From an optimization exercise on the open Yosys and OpenROAD flow, aimed at small area; shortcuts taken in it are not production practice. Only simulation tests tie the RTL to the original design; equivalence was not proved. No activity file was given, so power comes from the tool's default toggle rates.

$ cat flow/run.sh
#!/bin/bash
# synth_recipe.tcl (not shown) runs the flow's synth.tcl, then flattens the netlist and writes it again
# the make line also repeats each setting of config.mk as NAME=value (left out here)
make -C /OpenROAD-flow-scripts/flow DESIGN_CONFIG=/design/flow/config.mk WORK_HOME=/design/flow/orfs CLKGATE_MAP_FILE= SYNTH_SCRIPT=/design/flow/synth_recipe.tcl finish
$ cat flow/config.mk
export PLATFORM = sky130hd
export DESIGN_NAME = para_ram_banked
export DESIGN_NICKNAME = para_ram_banked
export VERILOG_FILES = /design/flow/design.v
export SDC_FILE = /design/flow/constraint.sdc
export NUM_CORES = 4
export LEC_CHECK = 0
export CAP_MARGIN = 20
export CORE_MARGIN = 2
export CORE_UTILIZATION = 40
export SLEW_MARGIN = 20
$ cat flow/constraint.sdc
create_clock -name core_clock -period 6.0 [get_ports {clk}]
set_input_delay 1.2000 -clock core_clock [delete_from_list [all_inputs] [get_ports {clk}]]
set_output_delay 1.2000 -clock core_clock [all_outputs]
set_load 0.01 [all_outputs]
$ cat flow/design.v
module para_ram_banked #(
   parameter int ADDR_WIDTH = 6,
   parameter int DATA_WIDTH = 24,
   parameter int NUM_PORTS  = 2,
   parameter int BANK_BITS  = 2
) (
   input  logic                            clk,
   input  logic                            rst_n,
   input  logic [NUM_PORTS-1:0]            req,
   input  logic [NUM_PORTS-1:0]            we,
   input  logic [NUM_PORTS*ADDR_WIDTH-1:0] addr,
   input  logic [NUM_PORTS*DATA_WIDTH-1:0] wdata,
   input  logic [NUM_PORTS*(DATA_WIDTH/8)-1:0] wmask,
   output logic [NUM_PORTS-1:0]            gnt,
   output logic [NUM_PORTS-1:0]            rvalid,
   output logic [NUM_PORTS*DATA_WIDTH-1:0] rdata,
   output logic                            init_busy
);
   localparam int NB    = 1 << BANK_BITS;
   localparam int RB    = ADDR_WIDTH - BANK_BITS;
   localparam int ROWS  = 1 << RB;
   localparam int LANES = DATA_WIDTH / 8;
   localparam int PW    = NUM_PORTS > 1 ? $clog2(NUM_PORTS) : 1;
   localparam logic INIT = 1'b0;
   localparam logic RUN  = 1'b1;
   logic                            state_q, state_d;
   logic [RB-1:0]                   cnt_q, cnt_d;
   logic [PW-1:0]                   ptr_q [NB];
   logic [PW-1:0]                   win_p [NB];
   logic [NB-1:0]                   win_v;
   logic [BANK_BITS-1:0]            bk [NUM_PORTS];
   logic [RB-1:0]                   rw [NUM_PORTS];
   logic [DATA_WIDTH-1:0]           mem_q [NB*ROWS];
   logic [NUM_PORTS-1:0]            rvalid_q;
   logic [NUM_PORTS*DATA_WIDTH-1:0] rdata_q;
   logic                            run;
   assign run       = state_q == RUN && rst_n;
   assign rvalid    = rvalid_q;
   assign rdata     = rdata_q;
   assign init_busy = state_q == INIT || !rst_n;
   always_comb begin
      state_d = state_q;
      cnt_d   = cnt_q;
      if (state_q == INIT) begin
         cnt_d   = cnt_q + 1'b1;
         state_d = cnt_q == RB'(ROWS - 1) ? RUN : INIT;
      end
   end
   always_comb begin
      win_v = '0;
      gnt   = '0;
      for (int p = 0; p < NUM_PORTS; p++) begin
         bk[p] = addr[p*ADDR_WIDTH +: BANK_BITS];
         rw[p] = addr[p*ADDR_WIDTH+BANK_BITS +: RB];
      end
      for (int b = 0; b < NB; b++) begin
         win_p[b] = '0;
         for (int p = 0; p < NUM_PORTS; p++)
            if (!win_v[b] && req[p] && bk[p] == BANK_BITS'(b) && PW'(p) >= ptr_q[b]) begin
               win_v[b] = 1'b1;
               win_p[b] = PW'(p);
            end
         for (int p = 0; p < NUM_PORTS; p++)
            if (!win_v[b] && req[p] && bk[p] == BANK_BITS'(b) && PW'(p) < ptr_q[b]) begin
               win_v[b] = 1'b1;
               win_p[b] = PW'(p);
            end
      end
      for (int p = 0; p < NUM_PORTS; p++)
         gnt[p] = run && win_v[bk[p]] && win_p[bk[p]] == PW'(p);
   end
   always_ff @(posedge clk) begin
      if (!rst_n) begin
         state_q  <= INIT;
         cnt_q    <= '0;
         rvalid_q <= '0;
         rdata_q  <= '0;
         for (int b = 0; b < NB; b++)
            ptr_q[b] <= '0;
      end else begin
         state_q <= state_d;
         cnt_q   <= cnt_d;
         for (int p = 0; p < NUM_PORTS; p++) begin
            rvalid_q[p] <= gnt[p] && !we[p];
            if (gnt[p] && !we[p])
               rdata_q[p*DATA_WIDTH +: DATA_WIDTH] <= mem_q[{bk[p], rw[p]}];
         end
         for (int b = 0; b < NB; b++)
            if (run && win_v[b])
               ptr_q[b] <= win_p[b] == PW'(NUM_PORTS - 1) ? '0 : win_p[b] + 1'b1;
      end
   end
   always_ff @(posedge clk) begin
      if (state_q == INIT) begin
         for (int b = 0; b < NB; b++)
            mem_q[{BANK_BITS'(b), cnt_q}] <= '0;
      end else begin
         for (int p = 0; p < NUM_PORTS; p++)
            for (int l = 0; l < LANES; l++)
               if (gnt[p] && we[p] && wmask[p*LANES+l])
                  mem_q[{bk[p], rw[p]}][8*l +: 8] <= wdata[p*DATA_WIDTH+8*l +: 8];
      end
   end
endmodule
==> impl_metrics.env <==
export IMPL_antenna_left=0
export IMPL_ys_warn_count=5
export IMPL_die_w_um=494.1
export IMPL_arrival_ns=4.06
export IMPL_num_io_pins=125
export IMPL_drv_slew=0
export IMPL_powerDensity_nw_per_um2=232.1
export IMPL_syn_avg_cell_area_sq_um=12.17
export IMPL_nFillCells=21634
export IMPL_status="no timing/DRC/antenna violations"
export IMPL_drt_iter0_markers=14353
export IMPL_first_pass_iters=9
export IMPL_finalSetupViolCount=0
export IMPL_area_growth_pct=12.58
export IMPL_wl_per_cell_um=41.13
export IMPL_multi_input_area_sq_um=53360
export IMPL_hold_class="register to register"
export IMPL_core_area_sq_um=238300
export IMPL_synth_edf_count=768
export IMPL_slowest_stage="clkdlybuf4s50_1"
export IMPL_m1WireLength_um=163000
export IMPL_fin_nets=7838
export IMPL_period_minus_slack_ns=5.263
export IMPL_syn_num_nets=7970
export IMPL_drc=0
export IMPL_irDropWorstVdd_mv=0.3255
export IMPL_fin_cells=11100
export IMPL_ys_ff_latch=1595
export IMPL_met2_length_um=189700
export IMPL_drv_cap=0
export IMPL_hold_viol_final=0
export IMPL_crit_fanout=17
export IMPL_cts_tree="done"
export IMPL_grt_overflow=0
export IMPL_ctsRootBufferMaster="clkbuf_16"
export IMPL_insertion_delay_ns=0.91
export IMPL_fin_tns_setup_ns=0
export IMPL_cts_sinks=1595
export IMPL_regArea_sq_um=39620
export IMPL_finalClockSkew_ns=0.04185
export IMPL_power_mw=25.10
export IMPL_path_clk_slew_ns=0.06
export IMPL_finalCritPeriodShare_pct=87.71
export IMPL_endpoint_kind="output port"
export IMPL_postCtsSetupRepairBufs=0
export IMPL_via_count=83135
export IMPL_ys_seq_area_share_pct=41.24
export IMPL_synth_ff_type="dfxtp_1"
export IMPL_syn_cell_area_sq_um=96060
export IMPL_path_class="primary input to output port"
export IMPL_max_freq_mhz=190.0
export IMPL_grt_pass1_vias=78502
export IMPL_crit_chain="clkdlybuf4s50_1 > nand2_2 > nor3_1 > o31a_2 > nor2_2 > buf_4 > clkdlybuf4s50_1"
export IMPL_fp_dieH_um=494.1
export IMPL_relSlewSlack_pct=14.25
export IMPL_cp_common_cell="clkdlybuf4s50_1"
export IMPL_dp_hpwl_um=312200
export IMPL_cts_made_buffers=177
export IMPL_io_buffers=124
export IMPL_cts_repair_resized=0
export IMPL_worstSetupStartpointType="primary input"
export IMPL_ctsHtreeMaxLevel=4
export IMPL_routed_wl_um=456500
export IMPL_rsz0062_at_grt="false"
export IMPL_cp_data_required_time_ns=4.80
export IMPL_synth_async_reset_ratio_pct=0
export IMPL_viasPerCell=7.490
export IMPL_grt_use_total_pct=36.34
export IMPL_leakage_nw=35.99
export IMPL_place_inst=10747
export IMPL_antenna_found_initial=27
export IMPL_hold_buffers=0
export IMPL_fp_dieArea_sq_um=244100
export IMPL_top_layer_used="met5"
export IMPL_worst_path_largest_cell_delay_ns=0.88
export IMPL_grt_max_degree=98
export IMPL_start_util_pct=40.31
export IMPL_wl_met3_um=65460
export IMPL_drive_above_1_share_pct=23.12
export IMPL_rows=179
export IMPL_grt_pass1_wl_um=633100
export IMPL_syn_inst=7895
export IMPL_synth_cell_types=82
export IMPL_tightest_slew_ns=1.275
export IMPL_cts_buffer_depth=3
export IMPL_gp_congestion=1.063
==> cells in the final DEF (no fill, tap or decap), types with 57 or more instances in the layout <==
| cell type | n |
|---|---|
| a211oi_1 | 154 |
| a221oi_1 | 665 |
| edfxtp_1 | 768 |
| buf_4 | 472 |
| nor2_1 | 109 |
| o22ai_1 | 58 |
| nor4_1 | 57 |
| a22oi_1 | 296 |
| clkdlybuf4s50_1 | 113 |
| mux2i_1 | 1500 |
| nor3_2 | 66 |
| clkbuf_16 | 178 |
| nor3_1 | 142 |
| o21ai_0 | 223 |
| nand4_1 | 105 |
| nand2_1 | 481 |
| dfxtp_1 | 826 |
| mux4_2 | 689 |
==> final timing paths <==
kind	start	cells after the start	slack, ns	to
min	mem_q[41][22]	2	0.52	mem_q[41][22]
min reg2reg	mem_q[41][22]	2	0.52	mem_q[41][22]
max reg2reg	state_q	6	1.80	mem_q[29][11]
max	addr[1]	7	0.74	gnt[0]
==> power by group <==
group	total, mW	switching (mW)	internal, mW	leakage (nW)
Clock	11.3	5.04	6.28	2.88
Sequential	11.5	0.0873	11.5	13.8
Combinational	2.24	1.54	0.704	19.3
Total	25.1	6.66	18.4	36.0
==> logic make-up after synthesis <==
kind of cell / Yosys count / share of synthesized area [%]
mux: 2241 / 32.39
flops: 1595 / 41.24
xor+xnor: 2 / 0.01824
buf+inv: 938 / 3.920
fa+ha+maj: 3 / 0.03908
simple gates: 1271 / 7.342
compound gates: 1845 / 15.05
==> cell usage after synthesis (all sizes together) (9+ instances only) <==
library cell	number	area (sq um)
o2111ai	24	210.2
dfxtp	827	16560
a21oi	95	764.5
mux2i	1504	15050
a211oi	154	1156
a22o	48	420.4
a31oi	22	137.6
a311oi	17	148.9
o22ai	58	362.9
a22oi	296	2222
nor3	214	1171
and2	33	206.5
nand2	494	1892
nand3	52	265.3
and3	18	112.6
nand4	105	656.9
a221oi	693	6245
o21bai	32	240.2
or3	9	56.30
nor2	154	615.6
o31ai	30	225.2
o21ai	253	1277
mux2	48	540.5
o31a	50	437.9
buf	277	1285
a41oi	10	87.58
clkbuf	653	2451
mux4	689	15520
nor4	112	1500
nand2b	24	150.1
nor2b	22	145.1
edfxtp	768	23060
o211ai	30	225.2
==> registers in the layout, indices dropped and copies added, names as in the netlist <==
name / cells
rvalid_q: 2
state_q: 1
cnt_q: 4
ptr_q: 4
rdata_q: 48
mem_q: 1536
==> metrics by stage <==
stage	setup WS (ns)	utilization (%)	hold WS (ns)	instance area, sq um
after CTS	0.8218	45.32	0.5144	108000
after global routing	0.6402	45.37	0.5475	108100
after detailed placement	0.4105	42.86	0.5080	102100
after floorplan	1.887	-	0.4605	96060
final	0.7371	45.38	0.5157	108100
after global placement	0.3853	42.83	0.4905	102100
==> metal layers <==
layer	up-vias	track usage [%]
met2	7254	51.51
met1	42070	46.34
met4	20	24.74
li1	32202	-
met3	1589	12.81
met5	-	0.2348
==> area by class of cell <==
class,instances,area share (%)
Multi-Input combinational cell,5362,49.34
Clock buffer,244,4.616
Inverter,8,0.03240
Timing Repair Buffer,619,4.869
Antenna cell,21,0.04859
Clock inverter,84,0.7937
Sequential cell,1595,36.64
Tap cell,3167,3.664
==> worst max-delay path: cells and delay by family <==
family | cells | cell delay [ns]
and+or+nand+nor | 3 | 0.96
buffers and inverters | 3 | 1.56
AOI/OAI and AO/OA | 1 | 0.33

static timing again, ports no longer ideal:
How much do the figures lean on ideal ports? The routed layout below was timed once more, with nothing changed but the port constraints.
Step 1 assumes that a clkbuf_16 drives the clock port and a buf_2 every other input.
Step 2 also shifts input and output timing later by t, the mid clock arrival at the registers, as if the neighbouring blocks saw the same clock.
Slacks: ideal ports / drivers / drivers and shift; pairs: ideal ports / drivers.
t, ns: 0.991
setup WS [ns]: 0.737 / 0.623 / 0.133
latest minus earliest clock arrival (ns): 0.055 / 0.055
worst register clock-pin slew, ns: 0.07 / 0.07
After both steps this run still meets setup and hold. The setup slack of this run moves by -0.114 ns with the drivers and by -0.604 ns with both steps.
